Context: an optimization exercise on an open-source flow, tuned for small area. The choices shown serve that exercise and are no tape-out recipe. In this exercise RTL edits were held to simulation tests only and were not proved equivalent to the original.

==> inputs of 07-18 <==
==> flow/design.v (excerpt) <==
module tlb_top (
    input  wire                         clk,
    input  wire                         rst_n,
    input  wire logic                   translate_do,
    input  wire tlb_addr_pkg::linear_addr_t  translate_linear,
    input  wire logic                   rw,
    input  wire logic                   write_do,
    input  wire tlb_addr_pkg::linear_addr_t  write_linear,
    input  wire tlb_addr_pkg::phys_addr_t    write_physical,
    input  wire logic                   write_combined_rw,
    input  wire logic                   write_combined_su,
    input  wire logic                   flush_single_do,
    input  wire tlb_addr_pkg::linear_addr_t  flush_single_linear,
    input  wire logic                   flush_all_do,
    output logic                        translate_valid,
    output tlb_addr_pkg::phys_addr_t    translate_physical,
    output logic                        translate_combined_rw,
    output logic                        translate_combined_su
);
==> module tlb_eq_bit, before the edit <==
module tlb_eq_bit (
    input  wire logic a,
    input  wire logic a_n,
    input  wire logic b,
    input  wire logic b_n,
    output logic      eq
);
    assign eq = !((a || b) && (a_n || b_n));
endmodule
==> module tlb_slot, before the edit <==
module tlb_slot (
    input  wire                         clk,
    input  wire                         rst_n,
    input  wire logic                   we,
    input  wire tlb_addr_pkg::page_num_t     write_vpage,
    input  wire tlb_addr_pkg::page_num_t     write_ppage,
    input  wire logic                   write_combined_rw,
    input  wire logic                   write_combined_su,
    input  wire logic                   rw,
    input  wire logic                   translate_do,
    input  wire tlb_addr_pkg::page_num_t     page,
    input  wire tlb_addr_pkg::page_num_t     page_n,
    input  wire logic                   flush_single_do,
    input  wire tlb_addr_pkg::page_num_t     flush_page,
    input  wire tlb_addr_pkg::page_num_t     flush_page_n,
    input  wire logic                   flush_all_do,
    output logic                        hit,
    output logic                        valid,
    output tlb_addr_pkg::page_num_t     ppage,
    output logic                        prw,
    output logic                        psu,
    output logic                        dirty
);
    tlb_addr_pkg::page_num_t vpage;
    tlb_addr_pkg::page_num_t vpage_n;
    tlb_addr_pkg::page_num_t page_eq;
    tlb_addr_pkg::page_num_t flush_eq;
    logic                    flush_hit;
    logic                    stale;
    assign vpage_n = ~vpage;
    for (genvar b = 0; b < 20; b++) begin : g_cmp
        tlb_eq_bit u_page (
            .a (vpage[b]), .a_n (vpage_n[b]),
            .b (page[b]),  .b_n (page_n[b]),
            .eq(page_eq[b])
        );
        tlb_eq_bit u_flush (
            .a (vpage[b]),      .a_n (vpage_n[b]),
            .b (flush_page[b]), .b_n (flush_page_n[b]),
            .eq(flush_eq[b])
        );
    end
    assign hit       = translate_do && valid && (&page_eq);
    assign flush_hit = flush_single_do && valid && (&flush_eq);
    assign stale     = hit && rw && !dirty;
    always_ff @(posedge clk) begin
        if (!rst_n) begin
            valid <= 1'b0;
        end else if (flush_all_do || flush_hit || stale) begin
            valid <= 1'b0;
        end else if (we) begin
            valid <= 1'b1;
        end
    end
    always_ff @(posedge clk) begin
        if (we) begin
            vpage <= write_vpage;
            ppage <= write_ppage;
            prw   <= write_combined_rw;
            psu   <= write_combined_su;
            dirty <= rw;
        end
    end
endmodule
==> module tlb_entry_array, before the edit <==
module tlb_entry_array (
    input  wire                         clk,
    input  wire                         rst_n,
    input  wire tlb_entry_pkg::entry_mask_t  write_mask,
    input  wire tlb_addr_pkg::linear_addr_t  write_linear,
    input  wire tlb_addr_pkg::phys_addr_t    write_physical,
    input  wire logic                   write_combined_rw,
    input  wire logic                   write_combined_su,
    input  wire logic                   rw,
    input  wire logic                   translate_do,
    input  wire tlb_addr_pkg::linear_addr_t  translate_linear,
    input  wire logic                   flush_single_do,
    input  wire tlb_addr_pkg::linear_addr_t  flush_single_linear,
    input  wire logic                   flush_all_do,
    output logic [32-1:0][20-1:0] ppage,
    output tlb_entry_pkg::entry_mask_t  rw_vec,
    output tlb_entry_pkg::entry_mask_t  su_vec,
    output tlb_entry_pkg::entry_mask_t  dirty_vec,
    output tlb_entry_pkg::entry_mask_t  valid_vec,
    output tlb_entry_pkg::entry_mask_t  hit_mask
);
    tlb_addr_pkg::page_num_t page;
    tlb_addr_pkg::page_num_t page_n;
    tlb_addr_pkg::page_num_t flush_page;
    tlb_addr_pkg::page_num_t flush_page_n;
    assign page         = translate_linear[12 +: 20];
    assign page_n       = ~page;
    assign flush_page   = flush_single_linear[12 +: 20];
    assign flush_page_n = ~flush_page;
    for (genvar i = 0; i < 32; i++) begin : g_entry
        tlb_slot u_slot (
            .clk               (clk),
            .rst_n             (rst_n),
            .we                (write_mask[i]),
            .write_vpage       (write_linear[12 +: 20]),
            .write_ppage       (write_physical[12 +: 20]),
            .write_combined_rw (write_combined_rw),
            .write_combined_su (write_combined_su),
            .rw                (rw),
            .translate_do      (translate_do),
            .page              (page),
            .page_n            (page_n),
            .flush_single_do   (flush_single_do),
            .flush_page        (flush_page),
            .flush_page_n      (flush_page_n),
            .flush_all_do      (flush_all_do),
            .hit               (hit_mask[i]),
            .valid             (valid_vec[i]),
            .ppage             (ppage[i]),
            .prw               (rw_vec[i]),
            .psu               (su_vec[i]),
            .dirty             (dirty_vec[i])
        );
    end
endmodule
==> module tlb_select3_n, before the edit <==
module tlb_select3_n (
    input  wire logic [2:0] sel,
    input  wire logic [2:0] data,
    output logic            out_n
);
    assign out_n = !(|(sel & data));
endmodule
==> module tlb_select2_n, before the edit <==
module tlb_select2_n (
    input  wire logic [1:0] sel,
    input  wire logic [1:0] data,
    output logic            out_n
);
    assign out_n = !(|(sel & data));
endmodule
==> module tlb_select_bit, before the edit <==
module tlb_select_bit (
    input  wire tlb_entry_pkg::entry_mask_t  sel,
    input  wire tlb_entry_pkg::entry_mask_t  data,
    output logic                        out
);
    localparam int G = 32 / 3;
    logic [G:0] group_n;
    for (genvar g = 0; g < G; g++) begin : g_group
        tlb_select3_n u_group (
            .sel   (sel[3*g +: 3]),
            .data  (data[3*g +: 3]),
            .out_n (group_n[g])
        );
    end
    tlb_select2_n u_last (
        .sel   (sel[32-1 -: 2]),
        .data  (data[32-1 -: 2]),
        .out_n (group_n[G])
    );
    assign out = !(&group_n);
endmodule
==> module tlb_replace, before the edit <==
module tlb_replace (
    input  wire                         clk,
    input  wire                         rst_n,
    input  wire logic                   write_do,
    input  wire logic                   flush_all_do,
    input  wire tlb_entry_pkg::entry_mask_t  valid_vec,
    input  wire tlb_entry_pkg::entry_mask_t  hit_mask,
    output tlb_entry_pkg::entry_mask_t  write_mask
);
    localparam int N = 32;
    tlb_entry_pkg::plru_tree_t   tree;
    tlb_entry_pkg::plru_tree_t   tree_next;
    tlb_entry_pkg::entry_mask_t  touch_mask;
    logic [2*N-2:0]              all_valid;
    logic [2*N-2:0]              go_node;
    logic [N-2:0]                go_lower;
    logic [2*N-2:0]              any_m;
    logic [N-2:0]                on_path;
    logic                        full;
    always_comb begin
        all_valid[2*N-2:N-1] = valid_vec;
        for (int n = N-2; n >= 0; n--) begin
            all_valid[n] = all_valid[2*n+1] && all_valid[2*n+2];
        end
    end
    assign full = all_valid[0];
    always_comb begin
        go_node[0] = write_do;
        for (int n = 0; n < N-1; n++) begin
            go_lower[n]       = full ? tree[n] : !all_valid[2*n+1];
            go_node[2*n+1] = go_node[n] &&  go_lower[n];
            go_node[2*n+2] = go_node[n] && !go_lower[n];
        end
        write_mask = go_node[2*N-2:N-1];
    end
    always_comb begin
        any_m[2*N-2:N-1] = write_mask | hit_mask;
        for (int n = N-2; n >= 0; n--) begin
            any_m[n] = any_m[2*n+1] || any_m[2*n+2];
        end
    end
    always_comb begin
        on_path[0] = any_m[0];
        for (int n = 0; n < N/2-1; n++) begin
            on_path[2*n+1] = on_path[n] &&  any_m[2*n+1];
            on_path[2*n+2] = on_path[n] && !any_m[2*n+1];
        end
    end
    always_comb begin
        for (int n = 0; n < N-1; n++) begin
            tree_next[n] = on_path[n] ? !any_m[2*n+1] : tree[n];
        end
    end
    always_ff @(posedge clk) begin
        if (!rst_n) begin
            tree <= '0;
        end else if (flush_all_do) begin
            tree <= '0;
        end else begin
            tree <= tree_next;
        end
    end
endmodule
clock: 10.0 ns
lec_check: 0
cap_margin: 20
core_margin: 2
core_utilization: 30
place_density: 0.9
slew_margin: 20
synth_hierarchical: 1
standard.sh (not shown) runs the stock make flow with config.mk's settings and CLKGATE_MAP_FILE= SYNTH_SCRIPT=/design/flow/synth_recipe.tcl, a recipe that flattens the netlist after the stock synthesis.
==> flow/flow/run.sh <==
#!/bin/bash
# The standard layout, with buf_4 as the port buffers and a clock tree of
# clkbuf_8 leaf buffers in clusters of at most 15 sinks, with no dummy loads.
set -euo pipefail
export BUFFER_PORTS_ARGS="-buffer_cell sky130_fd_sc_hd__buf_4"
export CTS_ARGS="-sink_clustering_enable -repair_clock_nets -dont_use_dummy_load -sink_clustering_size 15 -sink_clustering_max_diameter 70 -buf_list sky130_fd_sc_hd__clkbuf_8"
bash standard.sh > standard.log 2>&1
==> inputs of 05-19, as changes to 07-18 <==
--- a/flow/design.v
+++ b/flow/design.v
@@ -18,11 +18,2 @@
 `default_nettype none
-module tlb_eq_bit (
-    input  wire logic a,
-    input  wire logic a_n,
-    input  wire logic b,
-    input  wire logic b_n,
-    output logic      eq
-);
-    assign eq = !((a || b) && (a_n || b_n));
-endmodule
 module tlb_slot (
@@ -38,6 +29,4 @@
     input  wire tlb_addr_pkg::page_num_t     page,
-    input  wire tlb_addr_pkg::page_num_t     page_n,
     input  wire logic                   flush_single_do,
     input  wire tlb_addr_pkg::page_num_t     flush_page,
-    input  wire tlb_addr_pkg::page_num_t     flush_page_n,
     input  wire logic                   flush_all_do,
@@ -51,22 +40,6 @@
     tlb_addr_pkg::page_num_t vpage;
-    tlb_addr_pkg::page_num_t vpage_n;
-    tlb_addr_pkg::page_num_t page_eq;
-    tlb_addr_pkg::page_num_t flush_eq;
     logic                    flush_hit;
     logic                    stale;
-    assign vpage_n = ~vpage;
-    for (genvar b = 0; b < 20; b++) begin : g_cmp
-        tlb_eq_bit u_page (
-            .a (vpage[b]), .a_n (vpage_n[b]),
-            .b (page[b]),  .b_n (page_n[b]),
-            .eq(page_eq[b])
-        );
-        tlb_eq_bit u_flush (
-            .a (vpage[b]),      .a_n (vpage_n[b]),
-            .b (flush_page[b]), .b_n (flush_page_n[b]),
-            .eq(flush_eq[b])
-        );
-    end
-    assign hit       = translate_do && valid && (&page_eq);
-    assign flush_hit = flush_single_do && valid && (&flush_eq);
+    assign hit       = translate_do && valid && (vpage == page);
+    assign flush_hit = flush_single_do && valid && (vpage == flush_page);
     assign stale     = hit && rw && !dirty;
@@ -112,10 +85,2 @@
 );
-    tlb_addr_pkg::page_num_t page;
-    tlb_addr_pkg::page_num_t page_n;
-    tlb_addr_pkg::page_num_t flush_page;
-    tlb_addr_pkg::page_num_t flush_page_n;
-    assign page         = translate_linear[12 +: 20];
-    assign page_n       = ~page;
-    assign flush_page   = flush_single_linear[12 +: 20];
-    assign flush_page_n = ~flush_page;
     for (genvar i = 0; i < 32; i++) begin : g_entry
@@ -131,7 +96,5 @@
             .translate_do      (translate_do),
-            .page              (page),
-            .page_n            (page_n),
+            .page              (translate_linear[12 +: 20]),
             .flush_single_do   (flush_single_do),
-            .flush_page        (flush_page),
-            .flush_page_n      (flush_page_n),
+            .flush_page        (flush_single_linear[12 +: 20]),
             .flush_all_do      (flush_all_do),
@@ -149,16 +112,2 @@
 `default_nettype none
-module tlb_select3_n (
-    input  wire logic [2:0] sel,
-    input  wire logic [2:0] data,
-    output logic            out_n
-);
-    assign out_n = !(|(sel & data));
-endmodule
-module tlb_select2_n (
-    input  wire logic [1:0] sel,
-    input  wire logic [1:0] data,
-    output logic            out_n
-);
-    assign out_n = !(|(sel & data));
-endmodule
 module tlb_select_bit (
@@ -168,17 +117,3 @@
 );
-    localparam int G = 32 / 3;
-    logic [G:0] group_n;
-    for (genvar g = 0; g < G; g++) begin : g_group
-        tlb_select3_n u_group (
-            .sel   (sel[3*g +: 3]),
-            .data  (data[3*g +: 3]),
-            .out_n (group_n[g])
-        );
-    end
-    tlb_select2_n u_last (
-        .sel   (sel[32-1 -: 2]),
-        .data  (data[32-1 -: 2]),
-        .out_n (group_n[G])
-    );
-    assign out = !(&group_n);
+    assign out = |(sel & data);
 endmodule
==> inputs of 04-08, as changes to 07-18 <==
--- a/flow/design.v
+++ b/flow/design.v
@@ -221,2 +221,56 @@
 `default_nettype none
+module tlb_plru_node (
+    input  wire logic full,
+    input  wire logic clr,
+    input  wire logic tree_q,
+    input  wire logic go,
+    input  wire logic on,
+    input  wire logic allv_l,
+    input  wire logic allv_r,
+    input  wire logic m_l,
+    input  wire logic m_r,
+    output logic      allv,
+    output logic      go_l,
+    output logic      go_r,
+    output logic      m,
+    output logic      on_l,
+    output logic      on_r,
+    output logic      tree_d
+);
+    logic go_lower;
+    assign allv     = allv_l && allv_r;
+    assign go_lower = full ? tree_q : !allv_l;
+    assign go_l     = go && go_lower;
+    assign go_r     = go && !go_lower;
+    assign m        = m_l || m_r;
+    assign on_l     = on && m_l;
+    assign on_r     = on && !m_l;
+    assign tree_d   = !clr && (on ? !m_l : tree_q);
+endmodule
+module tlb_plru_leaf (
+    input  wire logic full,
+    input  wire logic clr,
+    input  wire logic tree_q,
+    input  wire logic go,
+    input  wire logic on,
+    input  wire logic valid_l,
+    input  wire logic valid_r,
+    input  wire logic hit_l,
+    input  wire logic hit_r,
+    output logic      allv,
+    output logic      we_l,
+    output logic      we_r,
+    output logic      m,
+    output logic      tree_d
+);
+    logic go_lower;
+    logic m_l;
+    assign allv     = valid_l && valid_r;
+    assign go_lower = full ? tree_q : !valid_l;
+    assign we_l     = go && go_lower;
+    assign we_r     = go && !go_lower;
+    assign m_l      = we_l || hit_l;
+    assign m        = m_l || we_r || hit_r;
+    assign tree_d   = !clr && (on ? !m_l : tree_q);
+endmodule
 module tlb_replace (
@@ -233,51 +287,53 @@
     tlb_entry_pkg::plru_tree_t   tree_next;
-    tlb_entry_pkg::entry_mask_t  touch_mask;
-    logic [2*N-2:0]              all_valid;
-    logic [2*N-2:0]              go_node;
-    logic [N-2:0]                go_lower;
-    logic [2*N-2:0]              any_m;
+    logic [N-2:0]                all_valid;
+    logic [N-2:0]                go_node;
+    logic [N-2:0]                any_m;
     logic [N-2:0]                on_path;
     logic                        full;
-    always_comb begin
-        all_valid[2*N-2:N-1] = valid_vec;
-        for (int n = N-2; n >= 0; n--) begin
-            all_valid[n] = all_valid[2*n+1] && all_valid[2*n+2];
-        end
-    end
-    assign full = all_valid[0];
-    always_comb begin
-        go_node[0] = write_do;
-        for (int n = 0; n < N-1; n++) begin
-            go_lower[n]       = full ? tree[n] : !all_valid[2*n+1];
-            go_node[2*n+1] = go_node[n] &&  go_lower[n];
-            go_node[2*n+2] = go_node[n] && !go_lower[n];
-        end
-        write_mask = go_node[2*N-2:N-1];
-    end
-    always_comb begin
-        any_m[2*N-2:N-1] = write_mask | hit_mask;
-        for (int n = N-2; n >= 0; n--) begin
-            any_m[n] = any_m[2*n+1] || any_m[2*n+2];
-        end
-    end
-    always_comb begin
-        on_path[0] = any_m[0];
-        for (int n = 0; n < N/2-1; n++) begin
-            on_path[2*n+1] = on_path[n] &&  any_m[2*n+1];
-            on_path[2*n+2] = on_path[n] && !any_m[2*n+1];
-        end
-    end
-    always_comb begin
-        for (int n = 0; n < N-1; n++) begin
-            tree_next[n] = on_path[n] ? !any_m[2*n+1] : tree[n];
-        end
+    logic                        clr;
+    assign full       = all_valid[0];
+    assign clr        = !rst_n || flush_all_do;
+    assign go_node[0] = write_do;
+    assign on_path[0] = any_m[1] || any_m[2];
+    for (genvar n = 0; n < N/2-1; n++) begin : g_node
+        tlb_plru_node u_node (
+            .full   (full),
+            .clr    (clr),
+            .tree_q (tree[n]),
+            .go     (go_node[n]),
+            .on     (on_path[n]),
+            .allv_l (all_valid[2*n+1]),
+            .allv_r (all_valid[2*n+2]),
+            .m_l    (any_m[2*n+1]),
+            .m_r    (any_m[2*n+2]),
+            .allv   (all_valid[n]),
+            .go_l   (go_node[2*n+1]),
+            .go_r   (go_node[2*n+2]),
+            .m      (any_m[n]),
+            .on_l   (on_path[2*n+1]),
+            .on_r   (on_path[2*n+2]),
+            .tree_d (tree_next[n])
+        );
+    end
+    for (genvar n = N/2-1; n < N-1; n++) begin : g_leaf
+        localparam int S = 2*n+1-(N-1);
+        tlb_plru_leaf u_leaf (
+            .full    (full),
+            .clr     (clr),
+            .tree_q  (tree[n]),
+            .go      (go_node[n]),
+            .on      (on_path[n]),
+            .valid_l (valid_vec[S]),
+            .valid_r (valid_vec[S+1]),
+            .hit_l   (hit_mask[S]),
+            .hit_r   (hit_mask[S+1]),
+            .allv    (all_valid[n]),
+            .we_l    (write_mask[S]),
+            .we_r    (write_mask[S+1]),
+            .m       (any_m[n]),
+            .tree_d  (tree_next[n])
+        );
     end
     always_ff @(posedge clk) begin
-        if (!rst_n) begin
-            tree <= '0;
-        end else if (flush_all_do) begin
-            tree <= '0;
-        end else begin
-            tree <= tree_next;
-        end
+        tree <= tree_next;
     end
==> flow_metrics.tcl <==
set metrics [dict create \
    path_buf_inv 6 \
    drt_wl_total_um 246000 \
    status "complete, no violations" \
    critical_path.max_stage_delay_ps 1100 \
    switching_share_pct 23.3 \
    clk_share_pct 2.08 \
    crit_start "translate_linear[27]" \
    worstPathCellList "buf_4, clkinv_1, buf_4, o22ai_1, nand4_1, or4_1, nor3_4, buf_4, a222oi_1, nand3_1, or3_1, o22ai_4, buf_12, mux2_2, buf_4" \
    start_util_pct 30.1 \
    seq_share_pct 60.7 \
    synthSimpleGateAreaFrac_pct 7.69 \
    grt_usage_pct 21.6 \
    synth.area.mux_share_pct 0.503 \
]
That was 07-18.
==> flow_metrics.tcl <==
set metrics [dict create \
    clk_share_pct 2.08 \
    setup_viol 0 \
    combPwrFrac_pct 6.4 \
    status "complete, no violations" \
    ctsResizeCount 0 \
    crit_start "translate_linear[15]" \
    seq_share_pct 61.3 \
    worstPathCellList "buf_4, inv_1, buf_4, o22ai_1, nand4_1, or4_1, nor3_4, buf_4, nor4_1, nand4_1, o22ai_4, buf_12, mux2_1, buf_4" \
    path_buf_inv 6 \
    critical_path.max_stage_delay_ps 720 \
    drt_wl_total_um 237000 \
    switching_share_pct 23.2 \
    grt.busiest_layer "met2" \
    start_util_pct 30.2 \
    startpoint_type "input port" \
]
That was 04-08.
==> flow_metrics.tcl <==
set metrics [dict create \
    start_util_pct 30.1 \
    grt_usage_pct 19.0 \
    ir_worst_vdd_v 0.000155 \
    clk_share_pct 2.07 \
    switching_share_pct 23.3 \
    met3_length_um 40700 \
    m1WireLength_um 72500 \
    crit_start "translate_linear[20]" \
    synthSimpleGateAreaFrac_pct 7.58 \
    worstPathCellList "buf_4, buf_4, xnor2_1, nand4_1, nor4_4, buf_4, a22oi_1, nand4_1, or4_1, o22ai_2, buf_4, mux2_2, buf_4" \
    syn_nets 4297 \
    synth_edf_count 1376 \
    synth.area.mux_share_pct 0.496 \
    critical_path.max_stage_delay_ps 720 \
    status "complete, no violations" \
    gp_congestion 0.949 \
    critPathTopFamily "buffers and inverters" \
]
That was 05-19.

-- afterwards: timing with drivers on the ports --
No port has a modelled driver above. Below, the same layouts with a new extraction and two added sets of constraints. Step 1 (the two cells are an assumption about what drives the block):
set clk [get_ports {clk}]
set_driving_cell -lib_cell sky130_fd_sc_hd__clkbuf_16 $clk
set_driving_cell -lib_cell sky130_fd_sc_hd__buf_2 [delete_from_list [all_inputs] $clk]
Step 2, shift: input delay + t, output delay - t, t = (earliest + latest rising clock arrival at the registers) / 2. This alone moves slack from input paths to output paths. Slacks: ideal ports / drivers / drivers and shift; pairs: ideal ports / drivers.
run | t (ns) | slack for setup (ns) | worst hold slack (ns)
07-18 | 0.956 | 0.391 / 0.357 / 0.357 | 0.482 / 0.482 / 0.482
05-19 | 0.910 | 1.706 / 1.667 / 1.667 | 0.491 / 0.491 / 0.491
04-08 | 0.945 | 1.005 / 0.971 / 0.971 | 0.496 / 0.496 / 0.496
After both steps setup and hold are still met in every run listed. The setup slack of 05-19, which loses most, moves by -0.039 ns with the drivers and by -0.039 ns with both steps.
